This is an optimization exercise on Yosys and OpenROAD, whose aim is small area, a short achievable clock period and few clock cycles per item, not a production implementation.
Where RTL was checked, it was by simulation tests only, not by an equivalence proof against the original.
Power is estimated from default activity; no workload was simulated.

Setup of build 23:
// date_text_to_day_number
module date_text_to_day_number (
    input  wire logic   i_clk,
    input  wire logic   i_rst_n,
    input  wire logic          i_char_valid,
    output logic               o_char_ready,
    input  wire logic [7:0]    i_char_code,
    input  wire logic          i_char_last,
    output logic               o_day_valid,
    input  wire logic          i_day_ready,
    output logic [21:0]        o_day_number,
    output logic               o_day_status
);
Settings: LEC_CHECK=0, ABC_CLOCK_PERIOD_IN_PS=2800, CAP_MARGIN=20, CORE_MARGIN=2, CORE_UTILIZATION=40, CTS_BUF_LIST=sky130_fd_sc_hd__clkbuf_4 sky130_fd_sc_hd__clkbuf_8, SETUP_SLACK_MARGIN=4.7, SLEW_MARGIN=20; clock period 7.5 ns.
standard.sh (not shown) runs the stock make flow with config.mk's settings and CLKGATE_MAP_FILE= SYNTH_SCRIPT=/design/flow/synth_recipe.tcl, a recipe that flattens the netlist after the stock synthesis.
==> flow/flow/run.sh <==
#!/bin/bash
# The standard layout (the standard.sh: ORFS synthesis through finish),
# with two changes:
# - the buffers that placement puts on the input and output ports are buf_2
#   cells instead of ORFS's default choice for sky130hd, a slow delay cell
#   (clkdlybuf4s50_1); every port still gets its own buffer;
# - clock tree synthesis uses clkbuf_4/clkbuf_8 and adds no dummy loads
#   (ORFS's own arguments otherwise).
# The make output goes to flow_make.log; ORFS keeps each step's log under
# orfs/logs/.
set -euo pipefail
export BUFFER_PORTS_ARGS="-buffer_cell sky130_fd_sc_hd__buf_2"
export CTS_ARGS="-sink_clustering_enable -repair_clock_nets -buf_list {sky130_fd_sc_hd__clkbuf_4 sky130_fd_sc_hd__clkbuf_8} -dont_use_dummy_load"
bash standard.sh finish > flow_make.log 2>&1
Testbench counts of build 23, summed over its fixed seeds: cycles 28,567, items 3,200.
## Diff of input files: build 52 against build 23
Settings: ABC_CLOCK_PERIOD_IN_PS: 2800 -> 3200; SETUP_SLACK_MARGIN: 4.7 -> 4.5.
[summary]
Build 52 vs build 23, all-layer global routing usage went down by 0.52 points. Taking build 23 as the reference, in build 52 sequential power stayed essentially flat; final critical-path share of the clock period climbed 1.1 points; final cell count without fillers went up 9; global routing met1 resource utilization shows a reduction of 0.45 points.
Setup changes, build 52 to build 94
Settings: swapping 3200 for 2800 in ABC_CLOCK_PERIOD_IN_PS.
Results
- There was hardly any difference in combinational group share of total power between build 52 and build 94.
- Between build 52 and build 94, the global-route usage does not differ in any meaningful way.
- Going from build 52 to build 94, final period demand of the worst path now sits at about the same level, number of flip-flops and latches now sits at about the same level.
- Compared build 52 against build 94; count of nets left with antenna violations after detail routing within noise.
For build 33, these inputs were changed with respect to build 94:
Settings: a change of SETUP_SLACK_MARGIN from 4.5 to 4.6.
--- outcome ---
Build 33 ended with every stage complete and zero timing, DRC or antenna violations. Comparing build 33 and build 94, the higher fill cell total of the finished layout was measured on build 94. Diff build 94 -> build 33 | total stage count of the critical path | increase of 1. Worst setup path startpoint = e_ohn[8]: build 33; worst setup path startpoint = e_ohn[5]: build 94. Lower design area among build 33 and build 94: build 33. Compared with build 94, build 33 has extra setup slack. The clock network fraction of total power on build 94 is in line with that on build 33.

date_text_to_day_number, a different RTL version from the one above (not shown whole).
Size: roughly 660 cells after synthesis, about 68 flip-flops, about 38 I/O pins, roughly 5300 µm² of cells after synthesis.
clock: 7.5 ns
lec_check: 0
abc_clock_period_in_ps: 2800
cap_margin: 5
core_margin: 2
core_utilization: 40
cts_buf_list: sky130_fd_sc_hd__clkbuf_4 sky130_fd_sc_hd__clkbuf_8
place_density: 0.4
setup_slack_margin: 4.7
slew_margin: 5
Scripts as last shown in full above: flow/flow/run.sh
Testbench counts at the start, summed over its fixed seeds: cycles 28,567, items 3,200.
Edit:
- CAP_MARGIN: 5 -> 20
- PLACE_DENSITY: 0.4 -> 0.3
- SLEW_MARGIN: 5 -> 20
After rerunning: Wire length does not change. Worst setup slack does not change. Non-clock buffer count is unchanged.
Edit:
- CORE_UTILIZATION: 40 -> 55
- PLACE_DENSITY: 0.3 -> default
The changed run completed without violations.
Non-clock buffer count climbs by 6.
First-iteration DRC count climbs by 18%.
Area after synthesis stays the same.
Design area drops by 1.4%.
Register-to-register slack degrades by 0.13 ns.
Flip-flop and latch count stays the same.
Sequential power barely changes.
Critical path depth climbs by 2.

date_text_to_day_number, a different RTL version from the one above (not shown whole).
Size in the first run: ~670 cells after synthesis, ~65 flip-flops, roughly 38 I/O pins, about 0.0053 mm2 of cells after synthesis.
## date_text_to_day_number
module date_text_to_day_number (
    input  wire logic   i_clk,
    input  wire logic   i_rst_n,
    input  wire logic          i_char_valid,
    output logic               o_char_ready,
    input  wire logic [7:0]    i_char_code,
    input  wire logic          i_char_last,
    output logic               o_day_valid,
    input  wire logic          i_day_ready,
    output logic [21:0]        o_day_number,
    output logic               o_day_status
);
Settings: LEC_CHECK=0, ABC_CLOCK_PERIOD_IN_PS=3000, CAP_MARGIN=20, CORE_MARGIN=2, CORE_UTILIZATION=40, CTS_BUF_LIST=sky130_fd_sc_hd__clkbuf_4 sky130_fd_sc_hd__clkbuf_8, SETUP_SLACK_MARGIN=4.2, SLEW_MARGIN=20; clock period 7.5 ns.
run.sh (not shown) runs the stock make flow with config.mk's settings and CLKGATE_MAP_FILE= SYNTH_SCRIPT=/design/flow/synth_recipe.tcl, a recipe that flattens the netlist after the stock synthesis.
Stock flow here: none of the scripts above is used.
Edit:
==> flow/flow/run.sh (new file) <==
#!/bin/bash
# The standard layout (the standard.sh: ORFS synthesis through finish),
# with one change: the buffers that placement puts on the input and output
# ports are buf_2 cells instead of ORFS's default choice for sky130hd, a slow
# delay cell (clkdlybuf4s50_1). Every port still gets its own buffer.
# The make output goes to flow_make.log; ORFS keeps each step's log under
# orfs/logs/.
set -euo pipefail
export BUFFER_PORTS_ARGS="-buffer_cell sky130_fd_sc_hd__buf_2"
bash standard.sh finish > flow_make.log 2>&1
==> flow/standard.sh (new file) <==
#!/bin/bash
# synth_recipe.tcl (not shown) runs the flow's synth.tcl, then flattens the netlist and writes it again
# the make line also repeats each setting of config.mk as NAME=value (left out here)
make -C /OpenROAD-flow-scripts/flow DESIGN_CONFIG=/design/flow/config.mk WORK_HOME=/design/flow/orfs CLKGATE_MAP_FILE= SYNTH_SCRIPT=/design/flow/synth_recipe.tcl "${@:-finish}"
removed: flow/run.sh
Power goes down by 1.0%.
Clock skew hardly moves.
First-iteration DRC count goes up by about 17%.
Die area stays the same.
Maximum frequency goes down by about 3.3%.
Worst setup slack gets worse by 110 ps.
Design area goes down by 4.6%.
Cell count goes down by about 2%.
Count of clock-buffer cells in the layout does not change.
Synthesized cell count stays the same.
Wire length goes down by about 1.2%.
No functional check of the RTL was part of any run of this note.

## v19
date_text_to_day_number with an RTL version that a note above also has.
For scale: about 660 cells after synthesis, about 68 flip-flops, about 0.0053 mm² of cells after synthesis.
Settings: LEC_CHECK=0, ABC_CLOCK_PERIOD_IN_PS=2800, CAP_MARGIN=20, CORE_MARGIN=2, CORE_UTILIZATION=40, CTS_BUF_LIST=sky130_fd_sc_hd__clkbuf_4 sky130_fd_sc_hd__clkbuf_8, PLACE_DENSITY=0.4, SETUP_SLACK_MARGIN=4.7, SLEW_MARGIN=20, TNS_END_PERCENT=20; clock period 7.5 ns.
standard.sh (not shown) runs the stock make flow with config.mk's settings and CLKGATE_MAP_FILE= SYNTH_SCRIPT=/design/flow/synth_recipe.tcl, a recipe that flattens the netlist after the stock synthesis.
==> flow/flow/run.sh <==
#!/bin/bash
# The standard layout (the standard.sh: ORFS synthesis through finish),
# with two changes:
# - the buffers that placement puts on the input and output ports are buf_2
#   cells instead of ORFS's default choice for sky130hd, a slow delay cell
#   (clkdlybuf4s50_1); every port still gets its own buffer;
# - clock tree synthesis uses clkbuf_4/clkbuf_8 and adds no dummy loads
#   (ORFS's own arguments otherwise).
# The make output goes to flow_make.log; ORFS keeps each step's log under
# orfs/logs/.
set -euo pipefail
export BUFFER_PORTS_ARGS="-buffer_cell sky130_fd_sc_hd__buf_2"
export CTS_ARGS="-sink_clustering_enable -repair_clock_nets -buf_list {sky130_fd_sc_hd__clkbuf_4 sky130_fd_sc_hd__clkbuf_8} -dont_use_dummy_load"
bash standard.sh finish > flow_make.log 2>&1
Testbench counts of v19, summed over its fixed seeds: cycles 28,567, items 3,200.
Changes in v31 relative to v19:
Settings: swapping 0.4 for 0.75 in PLACE_DENSITY; clearing TNS_END_PERCENT, which used to be 20.
Findings:
- Between v31 and v19, the difference in final design instance area without fill is negligible.
- Compared with v19, v31 shows a higher time the worst path needs with I/O delays and setup.
- Compared with v19, v31 shows total design power lower by 0.0064 mW.
- Going from v19 to v31, met1 track demand over resource in global routing shrinks by 1.6 points.
- Looking at startpoint of the most critical setup path, the e_ohn[7] result is from v31; the e_ohn[4] one comes from v19.
diff inputs: v31 => v46
Settings: a change of PLACE_DENSITY from 0.75 to 0.5.
==> run summary <==
In v46, global routing usage summed across all routing layers is higher than in v31.
Comparing mean number of vias per cell for v31 and v46, the bigger number came from v31.
The mean post-synth cell area of v46 and that of v31 are within noise of each other.
The final setup skew reported for v46 is greater than that of v31 by 0.011 ns.
Comparing v46 with v31, the internal power component came out essentially unchanged.
Any difference in total power after layout between v46 and v31 is small enough to ignore.
Row power drawn by the combinational cells: v46 lower / v31 higher
The placed standard-cell area of v46 and that of v31 are within noise of each other.
Per the comparison of v46 with v31, detailed-routed wire length on met3 fell 48%; arrival time at the worst endpoint fell 0.16 ns.
Setup slack: v46 better than v31

## old
date_text_to_day_number, a different RTL version from the one above (not shown whole).
Size: roughly 5400 µm² of cells after synthesis.
clock: 7.5 ns
lec_check: 0
abc_clock_period_in_ps: 2600
cap_margin: 20
core_margin: 2
core_utilization: 40
cts_buf_list: sky130_fd_sc_hd__clkbuf_4 sky130_fd_sc_hd__clkbuf_8
setup_slack_margin: 4.8
slew_margin: 20
Scripts as last shown in full above: flow/flow/run.sh
Both conditions hold for old: the flow ran to the end and the final layout passed the timing, DRC and antenna checks.
Testbench counts of old, summed over its fixed seeds: cycles 28,567, items 3,200.
## Diff of input files: new against old
Settings: ABC_CLOCK_PERIOD_IN_PS changed from 2600 to 2800; SETUP_SLACK_MARGIN changed from 4.8 to 4.5.
- old -> new: area occupied by registers flat
- Clock network area share (higher): new
- Changes observed in new relative to old: overall power after layout now smaller, logic gate share of total power shows a reduction of 2.8 points.

[afterwards: timing with drivers on the ports]
The results above use ideal ports. As a check the final layouts listed here were re-extracted and re-timed, cells and wires unchanged. Step 1 assumes that a clkbuf_16 drives the clock port and a buf_2 every other input. Step 2 times the ports against the registers' clock, not the clock port: input delays grow and output delays shrink by t, the midpoint of the rising clock arrivals with the driver on. a / b / c = ideal / step 1 / step 2; a / b = the first two.
run	t, ns	setup slack, ns	latest minus earliest clock arrival (ns)
build 23	0.390	4.701 / 4.701 / 4.498	0.025 / 0.026
build 52	0.386	4.615 / 4.615 / 4.502	0.025 / 0.026
build 94	0.386	4.615 / 4.615 / 4.502	0.025 / 0.026
build 33	0.388	4.696 / 4.696 / 4.501	0.027 / 0.026
the first run of note 2	0.400	4.793 / 4.793 / 4.608	0.017 / 0.017
the second run of note 2	0.400	4.793 / 4.793 / 4.608	0.017 / 0.017
the third run of note 2	0.374	4.663 / 4.663 / 4.498	0.026 / 0.026
the first run of note 3	0.407	4.298 / 4.298 / 4.298	0.007 / 0.007
the second run of note 3	0.402	4.189 / 4.189 / 4.189	0.010 / 0.009
v19	0.397	4.774 / 4.774 / 4.456	0.018 / 0.018
v31	0.389	4.649 / 4.649 / 4.537	0.019 / 0.019
v46	0.390	4.760 / 4.760 / 4.650	0.030 / 0.030
old	0.401	4.712 / 4.712 / 4.642	0.012 / 0.012
new	0.394	4.580 / 4.580 / 4.580	0.021 / 0.021
After both steps every run listed still meets setup and hold. The setup slack of v19, which loses most, moves by 0.000 ns with the drivers and by -0.318 ns with both steps.
